This design comes from an exercise in tuning for small area and a short achievable clock period on the open sky130 flow, not from production work. Function was checked by simulation only, so behaviour that the tests miss may differ from the original. Power and IR drop assume default switching activity.

==> flow/design.v <==
`timescale 1ns/10ps
module lc4_top (
   input  logic        clk,
   input  logic        rst,
   output logic [15:0] cur_pc,
   input  logic [15:0] insn0,
   input  logic [15:0] insn1,
   output logic [15:0] ret0_pc,
   output logic [15:0] ret0_insn,
   output logic        ret0_we,
   output logic [2:0]  ret0_wsel,
   output logic [15:0] ret0_data,
   output logic [1:0]  ret0_stall,
   output logic [15:0] ret1_pc,
   output logic [15:0] ret1_insn,
   output logic        ret1_we,
   output logic [2:0]  ret1_wsel,
   output logic [15:0] ret1_data,
   output logic [1:0]  ret1_stall
);
   function automatic logic writes(input logic [15:0] i);
      case (i[15:12])
         4'b0001: writes = i[5] | (i[5:3] == 3'b000) | (i[5:3] == 3'b010);
         4'b0101: writes = (i[5:3] == 3'b000) | (i[5:3] == 3'b010) | (i[5:3] == 3'b011);
         4'b1001: writes = 1'b1;
         default: writes = 1'b0;
      endcase
   endfunction
   function automatic logic [3:0] ctl_of(input logic [15:0] i);
      ctl_of[3] = !i[15] && !i[14] && !i[5] && i[4];
      ctl_of[2] = !i[14];
      ctl_of[1] = !i[14] || i[4] || i[3];
      ctl_of[0] = i[14] && !i[3];
   endfunction
   logic [15:0] pc_q;
   logic [15:0] slot_a, slot_b;
   logic        d_empty;
   logic [15:0] x_insn0, x_insn1;
   logic        x_empty, x_split;
   logic        xwe0, xwe1;
   logic [15:0] w_pc0, w_pc1, w_insn0, w_insn1, w_data0, w_data1;
   logic        w_we0, w_we1, w_empty, w_split;
   logic [15:0] regs [8];
   function automatic logic splits(input logic [15:0] a, input logic [15:0] b);
      logic rs_re, rt_re;
      rs_re  = writes(b) && (b[15:12] != 4'b1001);
      rt_re  = rs_re && !((b[15:12] == 4'b0001) && b[5]);
      splits = writes(a) && ((rs_re && (b[8:6] == a[11:9])) ||
                             (rt_re && (b[2:0] == a[11:9])));
   endfunction
   logic split;
   always_ff @(posedge clk) begin
      if (rst) split <= 1'b0;
      else if (split) split <= splits(slot_b, insn0);
      else split <= splits(insn0, insn1);
   end
   always_ff @(posedge clk) begin
      if (rst) begin
         pc_q    <= 16'h8200;
         d_empty <= 1'b1;
      end else begin
         pc_q    <= pc_q + (split ? 16'd1 : 16'd2);
         d_empty <= 1'b0;
      end
   end
   always_ff @(posedge clk) begin
      if (split) begin
         slot_a <= slot_b;
         slot_b <= insn0;
      end else begin
         slot_a <= insn0;
         slot_b <= insn1;
      end
   end
   function automatic logic [9:0] sel_of(input logic [2:0] s, input logic en);
      logic t1, t0;
      t1 = en && xwe1 && (x_insn1[11:9] == s);
      t0 = en && xwe0 && (x_insn0[11:9] == s) && !t1;
      sel_of[9] = t1;
      sel_of[8] = t0;
      for (int r = 0; r < 8; r++) sel_of[r] = en && !t1 && !t0 && (s == r[2:0]);
   endfunction
   logic [9:0] x_sa0, x_sb0, x_sa1, x_sb1;
   always_ff @(posedge clk) begin
      if (rst) begin
         x_empty <= 1'b1;
         x_split <= 1'b0;
      end else begin
         x_empty <= d_empty;
         x_split <= split;
      end
   end
   always_ff @(posedge clk) begin
      x_insn0 <= slot_a;
      x_insn1 <= slot_b;
      x_sa0   <= sel_of(slot_a[8:6], !slot_a[15]);
      x_sb0   <= sel_of(slot_a[2:0], !slot_a[15] && !slot_a[5]);
      x_sa1   <= sel_of(slot_b[8:6], !slot_b[15]);
      x_sb1   <= sel_of(slot_b[2:0], !slot_b[15] && !slot_b[5]);
   end
   function automatic logic [15:0] rd(input logic [9:0] oh, input logic [127:0] flat,
                                      input logic [15:0] d0, input logic [15:0] d1);
      logic [15:0] v;
      v = (d1 & {16{oh[9]}}) | (d0 & {16{oh[8]}});
      for (int r = 0; r < 8; r++) v = v | (flat[r*16 +: 16] & {16{oh[r]}});
      rd = v;
   endfunction
   logic [127:0] regs_flat;
   always_comb begin
      for (int r = 0; r < 8; r++) regs_flat[r*16 +: 16] = regs[r];
   end
   function automatic logic [15:0] alu(input logic [15:0] i, input logic [3:0] c,
                                       input logic [15:0] a, input logic [15:0] rb);
      logic [15:0] imm, b, g, p, x;
      logic [16:0] gg, pp, gn, pn;
      imm  = i[15] ? {{7{i[8]}}, i[8:0]} : (i[5] ? {{11{i[4]}}, i[4:0]} : 16'd0);
      b    = (rb | imm) ^ {16{c[3]}};
      p    = a ^ b;
      x    = (p & {16{c[1]}}) | (a & (b & {16{c[0]}}));
      g    = a & (b & {16{c[2]}});
      gg   = {g, c[3]};
      pp   = {p, 1'b0};
      for (int d = 1; d < 17; d = d * 2) begin
         gn = gg;
         pn = pp;
         for (int k = d; k < 17; k++) begin
            gn[k] = gg[k] | (pp[k] & gg[k-d]);
            pn[k] = pp[k] & pp[k-d];
         end
         gg = gn;
         pp = pn;
      end
      alu = x ^ gg[15:0];
   endfunction
   logic [15:0] res0, res1;
   always_comb begin
      res0 = alu(x_insn0, ctl_of(x_insn0), rd(x_sa0, regs_flat, w_data0, w_data1),
                 rd(x_sb0, regs_flat, w_data0, w_data1));
      res1 = alu(x_insn1, ctl_of(x_insn1), rd(x_sa1, regs_flat, w_data0, w_data1),
                 rd(x_sb1, regs_flat, w_data0, w_data1));
      xwe0 = !x_empty && writes(x_insn0);
      xwe1 = !x_empty && !x_split && writes(x_insn1);
   end
   always_ff @(posedge clk) begin
      if (rst) begin
         w_empty <= 1'b1;
         w_split <= 1'b0;
         w_we0   <= 1'b0;
         w_we1   <= 1'b0;
      end else begin
         w_empty <= x_empty;
         w_split <= x_split;
         w_we0   <= xwe0;
         w_we1   <= xwe1;
      end
   end
   always_ff @(posedge clk) begin
      w_pc0   <= pc_q - (x_split ? 16'd3 : 16'd4);
      w_pc1   <= pc_q - (x_split ? 16'd2 : 16'd3);
      w_insn0 <= x_insn0;
      w_insn1 <= x_insn1;
      w_data0 <= res0;
      w_data1 <= res1;
   end
   logic [7:0] wr0, wr1, hold;
   always_comb begin
      for (int r = 0; r < 8; r++) begin
         wr1[r]  = !rst && w_we1 && (w_insn1[11:9] == r[2:0]);
         wr0[r]  = !rst && w_we0 && (w_insn0[11:9] == r[2:0]) && !wr1[r];
         hold[r] = !rst && !(w_we0 && (w_insn0[11:9] == r[2:0])) &&
                   !(w_we1 && (w_insn1[11:9] == r[2:0]));
      end
   end
   always_ff @(posedge clk) begin
      for (int r = 0; r < 8; r++) begin
         regs[r] <= (regs[r] & {16{hold[r]}}) | (w_data0 & {16{wr0[r]}}) | (w_data1 & {16{wr1[r]}});
      end
   end
   assign cur_pc     = pc_q;
   assign ret0_pc    = w_pc0;
   assign ret0_insn  = w_insn0;
   assign ret0_we    = w_we0;
   assign ret0_wsel  = w_insn0[11:9];
   assign ret0_data  = w_data0;
   assign ret0_stall = {w_empty, 1'b0};
   assign ret1_pc    = w_pc1;
   assign ret1_insn  = w_insn1;
   assign ret1_we    = w_we1;
   assign ret1_wsel  = w_insn1[11:9];
   assign ret1_data  = w_data1;
   assign ret1_stall = {w_empty, w_split};
endmodule
Settings: LEC_CHECK=0, CAP_MARGIN=20, CORE_MARGIN=2, CORE_UTILIZATION=40, CTS_CLUSTER_DIAMETER=100, CTS_CLUSTER_SIZE=25, SETUP_SLACK_MARGIN=2.2, SLEW_MARGIN=20; clock period 5.0 ns.
standard.sh (not shown) runs the stock make flow with config.mk's settings and CLKGATE_MAP_FILE= SYNTH_SCRIPT=/design/flow/synth_recipe.tcl, a recipe that flattens the netlist after the stock synthesis.
==> flow/flow/run.sh <==
#!/bin/bash
# The standard layout (synthesis through routing, unchanged), except that the
# buffers ORFS puts on every input and output port are the smallest buffer cell
# instead of the delay buffer buffer_ports picks on its own; timing repair still
# sizes them up where a path needs it. Make's full output goes to standard.log,
# and ORFS keeps each step's own log under orfs/logs/.
set -euo pipefail
export BUFFER_PORTS_ARGS="-buffer_cell sky130_fd_sc_hd__buf_1"
bash standard.sh > standard.log 2>&1
Change:
--- a/flow/design.v
+++ b/flow/design.v
@@ -81,6 +81,7 @@
       for (int r = 0; r < 8; r++) sel_of[r] = en && !t1 && !t0 && (s == r[2:0]);
    endfunction
    logic [9:0] x_sa0, x_sb0, x_sa1, x_sb1;
+   logic [3:0] x_ctl0, x_ctl1;
    always_ff @(posedge clk) begin
       if (rst) begin
          x_empty <= 1'b1;
@@ -97,6 +98,8 @@
       x_sb0   <= sel_of(slot_a[2:0], !slot_a[15] && !slot_a[5]);
       x_sa1   <= sel_of(slot_b[8:6], !slot_b[15]);
       x_sb1   <= sel_of(slot_b[2:0], !slot_b[15] && !slot_b[5]);
+      x_ctl0  <= ctl_of(slot_a);
+      x_ctl1  <= ctl_of(slot_b);
    end
    function automatic logic [15:0] rd(input logic [9:0] oh, input logic [127:0] flat,
                                       input logic [15:0] d0, input logic [15:0] d1);
@@ -134,9 +137,9 @@
    endfunction
    logic [15:0] res0, res1;
    always_comb begin
-      res0 = alu(x_insn0, ctl_of(x_insn0), rd(x_sa0, regs_flat, w_data0, w_data1),
+      res0 = alu(x_insn0, x_ctl0, rd(x_sa0, regs_flat, w_data0, w_data1),
                  rd(x_sb0, regs_flat, w_data0, w_data1));
-      res1 = alu(x_insn1, ctl_of(x_insn1), rd(x_sa1, regs_flat, w_data0, w_data1),
+      res1 = alu(x_insn1, x_ctl1, rd(x_sa1, regs_flat, w_data0, w_data1),
                  rd(x_sb1, regs_flat, w_data0, w_data1));
       xwe0 = !x_empty && writes(x_insn0);
       xwe1 = !x_empty && !x_split && writes(x_insn1);
Total power grows by 2.2%.
Sequential power grows by about 2%.
Clock-buffer cell count stays the same.
Utilization shrinks by 0.16 points.
Synthesized area grows by 2.6%.
Worst hold slack is about the same.
Final area grows by 2.2%.
Global-route usage shrinks by 1.7 points.
Via count grows by 1.3%.
Clock power grows by about 2%.
Setup slack improved by 0.020 ns.
Wire length shrinks by 1.9%.
Sequential share of layout area grows by 0.18 points.

==> what the ideal ports hide <==
The results above use ideal ports. As a check the final layouts listed here were re-extracted and re-timed, cells and wires unchanged.
Step 1 assumes that a clkbuf_16 drives the clock port and a buf_2 every other input.
Step 2 times the ports against the registers' clock, not the clock port: input delays grow and output delays shrink by t, the midpoint of the rising clock arrivals with the driver on.
Slacks: ideal ports / drivers / drivers and shift; pairs: ideal ports / drivers.
run	t, ns	setup slack, ns	worst setup path at the end	clock arrival spread, ns
the first run	0.621	2.114 / 2.114 / 1.983	input to register	0.021 / 0.021
the second run	0.618	2.134 / 2.134 / 1.790	input to register	0.030 / 0.030
After both steps every run listed still meets setup and hold. The setup slack of the second run, which loses most, moves by 0.000 ns with the drivers and by -0.344 ns with both steps.
